Background: an optimization exercise with open tools, aiming at small area. Do not read the settings as production practice.
RTL that was checked went through simulation tests only; none was proved equivalent to the original.
Power and IR drop assume default switching activity. The clock port is modelled as an ideal driver; clocking choices that lean on that would not hold on a real chip.

Setup of before:
## addr_fetch_unit
module addr_fetch_unit
#(
  parameter int ADDR_W = 8,
  parameter int DATA_W = 8
) (
  input  logic                Clock,
  input  logic                Reset_n,
  input  logic [DATA_W-1:0]   ARF_In,
  input  logic [1:0]          ARF_OutASel,
  input  logic [1:0]          ARF_OutBSel,
  input  logic [1:0]          ARF_FunSel,
  input  logic [3:0]          ARF_RSel,
  input  logic [DATA_W-1:0]   Mem_Data,
  input  logic                Mem_WR,
  input  logic                Mem_CS,
  input  logic [1:0]          IR_Funsel,
  input  logic                IR_Enable,
  input  logic                IR_LH,
  output logic [DATA_W-1:0]   ARF_OutA,
  output logic [DATA_W-1:0]   ARF_OutB,
  output logic [DATA_W-1:0]   Mem_Out,
  output logic [2*DATA_W-1:0] IR_Out
);
  localparam int IR_W  = 2 * DATA_W;
  localparam int DEPTH = 2 ** ADDR_W;
  logic [DATA_W-1:0] pc, ar, sp, pc_past;
  logic [ADDR_W-1:0] mem_addr;
  logic [DATA_W-1:0] mem [DEPTH];
  logic [IR_W-1:0]   ir;
  nbit_reg #(.W(DATA_W)) u_pc (
    .clock(Clock), .reset_n(Reset_n), .enable(ARF_RSel[afu_pkg::RS_PC]),
    .funsel(ARF_FunSel), .din(ARF_In), .q(pc)
  );
  nbit_reg #(.W(DATA_W)) u_ar (
    .clock(Clock), .reset_n(Reset_n), .enable(ARF_RSel[afu_pkg::RS_AR]),
    .funsel(ARF_FunSel), .din(ARF_In), .q(ar)
  );
  nbit_reg #(.W(DATA_W)) u_sp (
    .clock(Clock), .reset_n(Reset_n), .enable(ARF_RSel[afu_pkg::RS_SP]),
    .funsel(ARF_FunSel), .din(ARF_In), .q(sp)
  );
  nbit_reg #(.W(DATA_W)) u_pc_past (
    .clock(Clock), .reset_n(Reset_n), .enable(ARF_RSel[afu_pkg::RS_PCPAST]),
    .funsel(ARF_FunSel), .din(ARF_In), .q(pc_past)
  );
  always_comb begin
    ARF_OutA = ar;
    case (ARF_OutASel)
      afu_pkg::SEL_AR:     ARF_OutA = ar;
      afu_pkg::SEL_SP:     ARF_OutA = sp;
      afu_pkg::SEL_PCPAST: ARF_OutA = pc_past;
      afu_pkg::SEL_PC:     ARF_OutA = pc;
      default:    ARF_OutA = ar;
    endcase
  end
  always_comb begin
    ARF_OutB = ar;
    case (ARF_OutBSel)
      afu_pkg::SEL_AR:     ARF_OutB = ar;
      afu_pkg::SEL_SP:     ARF_OutB = sp;
      afu_pkg::SEL_PCPAST: ARF_OutB = pc_past;
      afu_pkg::SEL_PC:     ARF_OutB = pc;
      default:    ARF_OutB = ar;
    endcase
  end
  assign mem_addr = ARF_OutB[ADDR_W-1:0];
  ...
Settings: LEC_CHECK=0, CAP_MARGIN=10, CORE_MARGIN=2, CORE_UTILIZATION=60, CTS_BUF_LIST=sky130_fd_sc_hd__clkbuf_16, CTS_CLUSTER_DIAMETER=80, CTS_CLUSTER_SIZE=25, SETUP_SLACK_MARGIN=0.5, SLEW_MARGIN=10, SYNTH_HIERARCHICAL=1; clock period 10.0 ns.
standard.sh (not shown) runs the stock make flow with config.mk's settings and CLKGATE_MAP_FILE= SYNTH_SCRIPT=/design/flow/synth_recipe.tcl, a recipe that flattens the netlist after the stock synthesis.
==> flow/flow/run.sh <==
#!/bin/bash
# Layout flow: the standard ORFS flow (standard.sh, unchanged synthesis,
# floorplan, power grid and tap cells) with two settings changed:
#  - the port buffers are the smallest buffer (buf_1) instead of ORFS's
#    default choice; the resizer may still upsize them for timing;
#  - clock tree synthesis runs without dummy loads (same clustering and
#    buffer list as config.mk gives).
# ORFS writes each step's full log under orfs/logs/; make's own output goes
# to standard.log in this folder.
set -euo pipefail
bash standard.sh \
  "BUFFER_PORTS_ARGS=-buffer_cell sky130_fd_sc_hd__buf_1" \
  "CTS_ARGS=-sink_clustering_enable -repair_clock_nets -dont_use_dummy_load -buf_list sky130_fd_sc_hd__clkbuf_16 -sink_clustering_size 25 -sink_clustering_max_diameter 80" \
  finish > standard.log 2>&1
Both conditions hold for before: the flow ran to the end and the final layout passed the timing, DRC and antenna checks.
#### Input delta (after over before)
# before
export LEC_CHECK = 0
export CAP_MARGIN = 10
export CORE_MARGIN = 2
export CORE_UTILIZATION = 60
export CTS_BUF_LIST = sky130_fd_sc_hd__clkbuf_16
export CTS_CLUSTER_DIAMETER = 80
export CTS_CLUSTER_SIZE = 25
export SETUP_SLACK_MARGIN = 0.5
export SLEW_MARGIN = 10
export SYNTH_HIERARCHICAL = 1
create_clock -name core_clock -period 10.0 [get_ports {Clock}]
# after
export LEC_CHECK = 0
export CAP_MARGIN = 10
export CORE_MARGIN = 2
export CORE_UTILIZATION = 60
export CTS_BUF_LIST = sky130_fd_sc_hd__clkbuf_16
export CTS_CLUSTER_DIAMETER = 80
export CTS_CLUSTER_SIZE = 25
export GPL_TIMING_DRIVEN = 0
export SETUP_SLACK_MARGIN = 0.5
export SLEW_MARGIN = 10
export SYNTH_HIERARCHICAL = 1
create_clock -name core_clock -period 10.0 [get_ports {Clock}]
--- outcome ---
Every run in the comparison, after and before, completed the flow with a clean layout.
Compared with before, in after area growth from synthesis to final layout higher; number of cells upsized or downsized after cts higher; share of the clock period used by the worst path after layout lower.
The via count reported for after is smaller than that of before by 1345.
Compared with before, after has extra setup slack.
Relative to before, net count of the finished layout has decreased by 94 in after.
On total design power, after and before are basically level.
Side by side, time the worst path needs with I/O delays and setup turned out lower in after than in before.
after -> before: area of the die flat
The area after synthesis of before and that of after are within noise of each other.
Diff before..after | area taken by flip-flops and latches | unchanged
No run of this note included a check of the RTL's function; only the layout flow was run.

trial 85:
addr_fetch_unit, a different RTL version from the one above (not shown whole).
Size in the first run: roughly 2,100 flip-flops, about 74 I/O pins.
clock: 10.0 ns
lec_check: 0
cap_margin: 20
core_margin: 2
core_utilization: 40
cts_buf_list: sky130_fd_sc_hd__clkbuf_16
cts_cluster_diameter: 100
cts_cluster_size: 30
setup_slack_margin: 0.5
slew_margin: 20
synth_hierarchical: 1
run.sh (not shown) runs the stock make flow with config.mk's settings and CLKGATE_MAP_FILE= SYNTH_SCRIPT=/design/flow/synth_recipe.tcl, a recipe that flattens the netlist after the stock synthesis.
Stock flow here: none of the scripts above is used.
Trial 85 completed every stage of the flow, and the final layout passed the timing, DRC and antenna checks.
For build 75, these inputs were changed with respect to trial 85:
--- a/flow/config.mk
+++ b/flow/config.mk
@@ -6,11 +6,11 @@
 export NUM_CORES = 4
 export LEC_CHECK = 0
-export CAP_MARGIN = 20
+export CAP_MARGIN = 10
 export CORE_MARGIN = 2
-export CORE_UTILIZATION = 40
+export CORE_UTILIZATION = 60
 export CTS_BUF_LIST = sky130_fd_sc_hd__clkbuf_16
 export CTS_CLUSTER_DIAMETER = 100
 export CTS_CLUSTER_SIZE = 30
 export SETUP_SLACK_MARGIN = 0.5
-export SLEW_MARGIN = 20
+export SLEW_MARGIN = 10
 export SYNTH_HIERARCHICAL = 1
--- outcome ---
Taking trial 85 as the reference, in build 75 total power fell by about 0.55%, stage delay of the slowest cell on the critical path rose by 60 ps, final worst-path setup slack fell by 110 ps, hold slack rose by 13 ps. Looking at final net count, build 75 sits 1.7% below trial 85. From trial 85 to build 75 the numbers moved as follows: non-clock buffer count -about 13%; layout-stage area growth over the synthesis result -2.8 points. Trial 85 -> build 75: number of buffers on the longest clock path flat.
No run of this note included a check of the RTL's function; only the layout flow was run.

== v29 ==
Another version of the RTL of addr_fetch_unit (not shown whole).
Size in the first run: ~6200 cells after synthesis, ~2100 flip-flops.
export LEC_CHECK = 0
export CAP_MARGIN = 10
export CORE_MARGIN = 2
export CORE_UTILIZATION = 60
export CTS_BUF_LIST = sky130_fd_sc_hd__clkbuf_16
export CTS_CLUSTER_DIAMETER = 90
export CTS_CLUSTER_SIZE = 30
export SETUP_SLACK_MARGIN = 0.5
export SLEW_MARGIN = 10
export SYNTH_HIERARCHICAL = 1
create_clock -name core_clock -period 10.0 [get_ports {Clock}]
standard.sh (not shown) runs the stock make flow with config.mk's settings and CLKGATE_MAP_FILE= SYNTH_SCRIPT=/design/flow/synth_recipe.tcl, a recipe that flattens the netlist after the stock synthesis.
==> flow/flow/run.sh <==
#!/bin/bash
# Layout flow: the standard ORFS flow (standard.sh, unchanged synthesis,
# floorplan, power grid and tap cells) with two settings changed:
#  - the port buffers are the smallest buffer (buf_1) instead of ORFS's
#    default choice; the resizer may still upsize them for timing;
#  - clock tree synthesis runs without dummy loads (same clustering and
#    buffer list as config.mk gives).
# ORFS writes each step's full log under orfs/logs/; make's own output goes
# to standard.log in this folder.
set -euo pipefail
bash standard.sh \
  "BUFFER_PORTS_ARGS=-buffer_cell sky130_fd_sc_hd__buf_1" \
  "CTS_ARGS=-sink_clustering_enable -repair_clock_nets -dont_use_dummy_load -buf_list sky130_fd_sc_hd__clkbuf_16 -sink_clustering_size 30 -sink_clustering_max_diameter 90" \
  finish > standard.log 2>&1
## Diff of input files: v44 against v29
-- flow/config.mk --
<<< v29, line 8
export CAP_MARGIN = 10
>>> v44, line 8
export CAP_MARGIN = 5
<<< v29, line 10
export CORE_UTILIZATION = 60
>>> v44, line 10
export CORE_UTILIZATION = 66
<<< v29, line 15
export SLEW_MARGIN = 10
>>> v44, line 15
export SLEW_MARGIN = 5
Findings:
- v44 vs. v29: full die area down 9.0%, clock group share of total power up 0.2 points.
- On v44: post-synthesis to final-layout area growth is 0.91 points lower than what v29 gave.
- Diff v29 -> v44 | net switching power | down slightly
- Headroom to the max-slew limit on v44 is behind v29.
- v44 ends up with a wire length of the first global-routing pass that is about 1.7% lower than in v29.
- Looking at pre-CTS setup slack, v44 sits 0.010 ns higher than v29 does.
- Compared with v29, v44 shows a higher post-route worst setup slack.
- In v44, the final-layout non-clock buffer area share came out 0.45 points below the value in v29.
- v44 ends up with a core utilization that is 6.1 points higher than in v29.
> inputs changed (v44 -> v10)
-- flow/flow/run.sh --
<<< v44, line 13
  "CTS_ARGS=-sink_clustering_enable -repair_clock_nets -dont_use_dummy_load -buf_list sky130_fd_sc_hd__clkbuf_16 -sink_clustering_size 30 -sink_clustering_max_diameter 90" \
>>> v10, line 13
  "CTS_ARGS=-sink_clustering_enable -repair_clock_nets -dont_use_dummy_load -buf_list sky130_fd_sc_hd__clkbuf_16 -sink_clustering_size 25 -sink_clustering_max_diameter 80" \
-- flow/config.mk --
<<< v44, line 8
export CAP_MARGIN = 5
>>> v10, line 8
export CAP_MARGIN = 10
<<< v44, line 10
export CORE_UTILIZATION = 66
>>> v10, line 10
export CORE_UTILIZATION = 60
<<< v44, line 12
export CTS_CLUSTER_DIAMETER = 90
export CTS_CLUSTER_SIZE = 30
>>> v10, line 12
export CTS_CLUSTER_DIAMETER = 80
export CTS_CLUSTER_SIZE = 25
<<< v44, line 15
export SLEW_MARGIN = 5
>>> v10, line 15
export SLEW_MARGIN = 10
Findings:
Delta (v10 minus v44): cell area after layout saw an increase; placed wire-length estimate saw an increase; instance area after placement saw an increase. After detailed routing, v44 needs less wire than v10. In v10, the clock share of power came out 1.3 points above the value in v44. The run showing the greater clock power is v10. Clock buffer count, v44 and v10: larger value in v10. v10 does worse than v44 on pre-CTS worst setup slack.

[port drivers added, routing unchanged]
The results above use ideal ports. As a check the final layouts listed here were re-extracted and re-timed, cells and wires unchanged. Step 1: set_driving_cell puts a clkbuf_16 on Clock and a buf_2 on each other input, an assumption about the parent block. Step 2 also shifts input and output timing later by t, the mid clock arrival at the registers, as if the neighbouring blocks saw the same clock. Three values: ideal ports, drivers, drivers and shift; two values: the first two.
run	t, ns	setup WS [ns]	slew at the worst register clock pin (ns)	cell pins on the clock port's net
before	0.800	0.474 / 0.437 / 0.437	0.10 / 0.10	1
after	0.796	0.500 / 0.456 / 0.456	0.10 / 0.10	1
trial 85	0.809	0.668 / 0.636 / 0.636	0.12 / 0.12	1
build 75	0.774	0.559 / 0.531 / 0.531	0.12 / 0.12	1
v29	0.784	0.576 / 0.547 / 0.547	0.12 / 0.12	1
v44	0.786	0.626 / 0.579 / 0.579	0.12 / 0.12	1
v10	0.801	0.482 / 0.447 / 0.447	0.11 / 0.11	1
After both steps every run listed still meets setup and hold. For v44, which loses most, drivers alone change the setup slack by -0.047 ns; drivers and shift together by -0.047 ns.
